This is an optimization exercise on Yosys and OpenROAD, whose aim is small area, not a production implementation.
Function was checked by simulation only, so behaviour that the tests miss may differ from the original.

==> inputs of run G <==
==> flow/design.v <==
package qr_accel_pkg;
    localparam int LINE_BITS = 512;
    localparam int NUM_LANES = 2;
    localparam int SEL_BITS = 4;
    localparam int VEC_LEN = 4;
    localparam int EXP_BITS  = 8;
    localparam int FRAC_BITS = 23;
    localparam int COL_BITS = 2;
    localparam int ROW_BITS = 3;
    localparam int LANE_CMD_BITS = 140;
    localparam int WR_VALID_OFS = 0;
    localparam int WR_COL_OFS   = 1;
    localparam int WR_ROW_OFS   = 3;
    localparam int WR_VEC_OFS   = 6;
    localparam int RD_REQ_OFS = 134;
    localparam int RD_COL_OFS = 135;
    localparam int RD_ROW_OFS = 137;
    localparam int LANE_RES_BITS = 129;
    typedef struct packed {
        logic                 sign;
        logic [EXP_BITS-1:0]  exp;
        logic [FRAC_BITS-1:0] frac;
    } float_t;
    typedef logic [VEC_LEN-1:0][EXP_BITS+FRAC_BITS:0] vec_t;
    localparam int VEC_BITS = VEC_LEN * (1 + EXP_BITS + FRAC_BITS);
    typedef logic [LINE_BITS-1:0] line_t;
    typedef logic [COL_BITS-1:0]  col_t;
    typedef logic [ROW_BITS-1:0]  row_t;
    localparam logic [2:0] st_waiting_input = 3'd0;
    localparam logic [2:0] st_idle          = 3'd1;
    localparam logic [2:0] st_run           = 3'd2;
    localparam logic [2:0] st_output        = 3'd3;
    localparam logic [2:0] st_reset         = 3'd4;
endpackage
`timescale 1ns/100ps
import qr_accel_pkg::*;
module qr_accel_top (
    input  logic  clk,
    input  logic  is_reset_signal_written,
    input  logic  fn_wr,
    input  logic  start_wr,
    input  logic  soft_reset_wr,
    input  logic  line_valid,
    input  logic [LINE_BITS-1:0]line_data,
    output logic  result_valid,
    output logic [LINE_BITS-1:0]result_data
);
    localparam int ADDR_BITS = ROW_BITS + COL_BITS;
    localparam int DEPTH     = 2 ** ADDR_BITS;
    logic rst;
    assign rst = is_reset_signal_written;
    logic [2:0] state;
    logic cmd_accept;
    logic sel_accept;
    logic lane_clear;
    assign cmd_accept = !rst && (state == st_run) && line_valid;
    assign sel_accept = !rst && (state == st_output) && line_valid;
    assign lane_clear = rst || (state == st_reset);
    always_ff @(posedge clk) begin
        if (rst) begin
            state <= st_waiting_input;
        end else begin
            case (state)
                st_waiting_input: if (fn_wr) state <= st_idle;
                st_idle: begin
                    if (soft_reset_wr)  state <= st_reset;
                    else if (start_wr)  state <= st_run;
                end
                st_run:    if (line_valid) state <= st_output;
                st_output: if (line_valid) state <= st_idle;
                st_reset:  state <= st_idle;
                default:   state <= st_waiting_input;
            endcase
        end
    end
    logic [NUM_LANES-1:0]          rd_valid;
    logic [NUM_LANES*VEC_BITS-1:0] rd_data;
    for (genvar n = 0; n < NUM_LANES; n++) begin : g_lane
        localparam int B = n * LANE_CMD_BITS;
        logic [VEC_BITS-1:0] store [DEPTH];
        logic                 wr_en;
        logic [ADDR_BITS-1:0] wr_addr;
        logic                 rd_en;
        logic [ADDR_BITS-1:0] rd_addr;
        assign wr_en   = cmd_accept && line_data[B + WR_VALID_OFS];
        assign wr_addr = {line_data[B + WR_ROW_OFS +: ROW_BITS], line_data[B + WR_COL_OFS +: COL_BITS]};
        assign rd_en   = cmd_accept && line_data[B + RD_REQ_OFS];
        assign rd_addr = {line_data[B + RD_ROW_OFS +: ROW_BITS], line_data[B + RD_COL_OFS +: COL_BITS]};
        always_ff @(posedge clk) begin
            if (wr_en) begin
                store[wr_addr] <= line_data[B + WR_VEC_OFS +: VEC_BITS];
            end
        end
        logic [DEPTH-1:0]  rd_hit;
        logic              rd_hold;
        logic [VEC_BITS:0] rd_next;
        logic [VEC_BITS:0] rd_q;
        for (genvar k = 0; k < DEPTH; k++) begin : g_hit
            assign rd_hit[k] = rd_en && (rd_addr == ADDR_BITS'(k));
        end
        assign rd_hold = !lane_clear && !rd_en;
        logic [VEC_BITS-1:0] rd_mux;
        always_comb begin
            rd_mux = rd_q[VEC_BITS-1:0] & {VEC_BITS{rd_hold}};
            for (int k = 0; k < DEPTH; k++) begin
                rd_mux = rd_mux | (store[k] & {VEC_BITS{rd_hit[k]}});
            end
        end
        assign rd_next = {rd_en | (rd_q[VEC_BITS] & rd_hold), rd_mux};
        always_ff @(posedge clk) begin
            rd_q <= rd_next;
        end
        assign {rd_valid[n], rd_data[n*VEC_BITS +: VEC_BITS]} = rd_q;
    end
    logic                 sel_valid;
    logic [NUM_LANES-1:0] show;
    always_ff @(posedge clk) begin
        if (rst) begin
            sel_valid    <= 1'b0;
            result_valid <= 1'b0;
        end else begin
            sel_valid    <= sel_accept;
            result_valid <= sel_valid;
        end
    end
    always_ff @(posedge clk) begin
        if (sel_accept) begin
            for (int n = 0; n < NUM_LANES; n++) begin
                show[n] <= (line_data[0 +: SEL_BITS] == SEL_BITS'(n));
            end
        end
    end
    always_comb begin
        result_data = '0;
        for (int n = 0; n < NUM_LANES; n++) begin
            result_data[n*LANE_RES_BITS +: LANE_RES_BITS] =
                {rd_valid[n], rd_data[n*VEC_BITS +: VEC_BITS]} & {LANE_RES_BITS{show[n]}};
        end
    end
endmodule
==> flow/flow/run.sh <==
#!/bin/bash
# Standard ORFS layout (standard.sh) with these changes to how it is built:
#  - clock tree: larger sink clusters and no dummy loads
#  - port buffers: the smallest buffer, sized up later by repair if needed
#  - global routing: less met1 capacity, so horizontal wires go to met3
# Each tool's output is kept in orfs/logs; make's own output in flow_make.log.
set -euo pipefail
HERE=$(cd "$(dirname "$0")" && pwd)
export CTS_ARGS="-sink_clustering_enable -repair_clock_nets -dont_use_dummy_load -sink_clustering_size 25 -sink_clustering_max_diameter 120"
export BUFFER_PORTS_ARGS="-buffer_cell sky130_fd_sc_hd__buf_1"
export FASTROUTE_TCL="$HERE/fastroute.tcl"
bash standard.sh finish > flow_make.log 2>&1
==> flow/flow/fastroute.tcl <==
# Global routing resources: met1 is kept mostly for pin access so that
# horizontal routing moves up to met3, which the standard settings leave
# nearly empty on this design.
set_global_routing_layer_adjustment met1 0.8
set_global_routing_layer_adjustment met2 0.4
set_global_routing_layer_adjustment met3 0.1
set_global_routing_layer_adjustment met4 0.1
set_global_routing_layer_adjustment met5 0.1
set_routing_layers -clock met3-met5
set_routing_layers -signal met1-met5
==> flow/standard.sh <==
#!/bin/bash
# synth_recipe.tcl (not shown) runs the flow's synth.tcl, then flattens the netlist and writes it again
# the make line also repeats each setting of config.mk as NAME=value (left out here)
make -C /OpenROAD-flow-scripts/flow DESIGN_CONFIG=/design/flow/config.mk WORK_HOME=/design/flow/orfs CLKGATE_MAP_FILE= SYNTH_SCRIPT=/design/flow/synth_recipe.tcl "${@:-finish}"
==> flow/config.mk <==
export PLATFORM = sky130hd
export DESIGN_NAME = qr_accel_top
export DESIGN_NICKNAME = qr_accel_top
export VERILOG_FILES = /design/flow/design.v
export SDC_FILE = /design/flow/constraint.sdc
export NUM_CORES = 4
export LEC_CHECK = 0
export CAP_MARGIN = 20
export CORE_MARGIN = 2
export CORE_UTILIZATION = 75
export PLACE_DENSITY = 0.8
export SLEW_MARGIN = 20
==> flow/constraint.sdc <==
create_clock -name core_clock -period 5.0 [get_ports {clk}]
set_input_delay 1.0000 -clock core_clock [delete_from_list [all_inputs] [get_ports {clk}]]
set_output_delay 1.0000 -clock core_clock [all_outputs]
set_load 0.01 [all_outputs]
==> inputs of run P, as changes to run G <==
CORE_UTILIZATION = 65   (was 75)
PLACE_DENSITY = 0.75   (was 0.8)
==> notes.md <==
                                                                         run P                    run G
Register share of the cell area                                          75.6%                    75.8%
Worst-case headroom to the max-slew limit                                14.0%                    11.2%
First drt pass iteration count                                               8                        9
Global routing usage on met1                                             75.4%                    83.4%
Floorplan die area                                               478,000 sq um            415,000 sq um
Number of nets in the final layout                                      17,800                   17,800
Largest net degree at the start of global routing                          130                       87
Total length of routed met3 wires                              274,000 microns          273,000 microns
Post-route insts no fill                                                23,700                   23,000
Setup WS post-layout                                                  0.654 ns                 0.660 ns
Worst flop-to-flop path endpoint                            g_lane[1].rd_q[14]  g_lane[1].store[7][115]
Core Region                                                      471,000 sq um            409,000 sq um
Count of non-CTS buffers in the layout                                   1,308                    1,312
Taps Inserted                                                            6,223                    5,451
Die width                                                          691 microns              644 microns
Result of the run                                      complete, no violations  complete, no violations
Core Util, Final                                                         70.6%                    81.1%
Total instance count after detailed placement                           23,100                   22,400
Transition time at the pin with the least slew margin                  1.26 ns                  1.33 ns
DP HPWL                                                        555,000 microns          549,000 microns
Startpoint of the lowest-slack hold path                        line_data[227]           line_data[184]
Beginning of the worst register-to-register path                      state[0]                 state[1]

## what the ideal ports hide
In the flow no input, the clock included, has a driving cell. The finished layouts below were timed again as built, in two steps.
Step 1: set_driving_cell puts a clkbuf_16 on clk and a buf_2 on each other input, an assumption about the parent block.
Step 2 times the ports against the registers' clock, not the clock port: input delays grow and output delays shrink by t, the midpoint of the rising clock arrivals with the driver on.
Three values: ideal ports, drivers, drivers and shift; two values: the first two.
run | shift t [ns] | setup slack, ns | worst setup path after step 2 | latest minus earliest clock arrival (ns) | worst register clock-pin slew, ns
run G | 1.175 | 0.660 / 0.534 / -0.116 | input to register | 0.096 / 0.097 | 0.10 / 0.10
run P | 1.197 | 0.654 / 0.522 / -0.109 | input to register | 0.104 / 0.104 | 0.11 / 0.11
With both steps, setup timing fails in run G and run P, where it was met with ideal ports. For run G, which loses most, drivers alone change the setup slack by -0.126 ns; drivers and shift together by -0.776 ns.
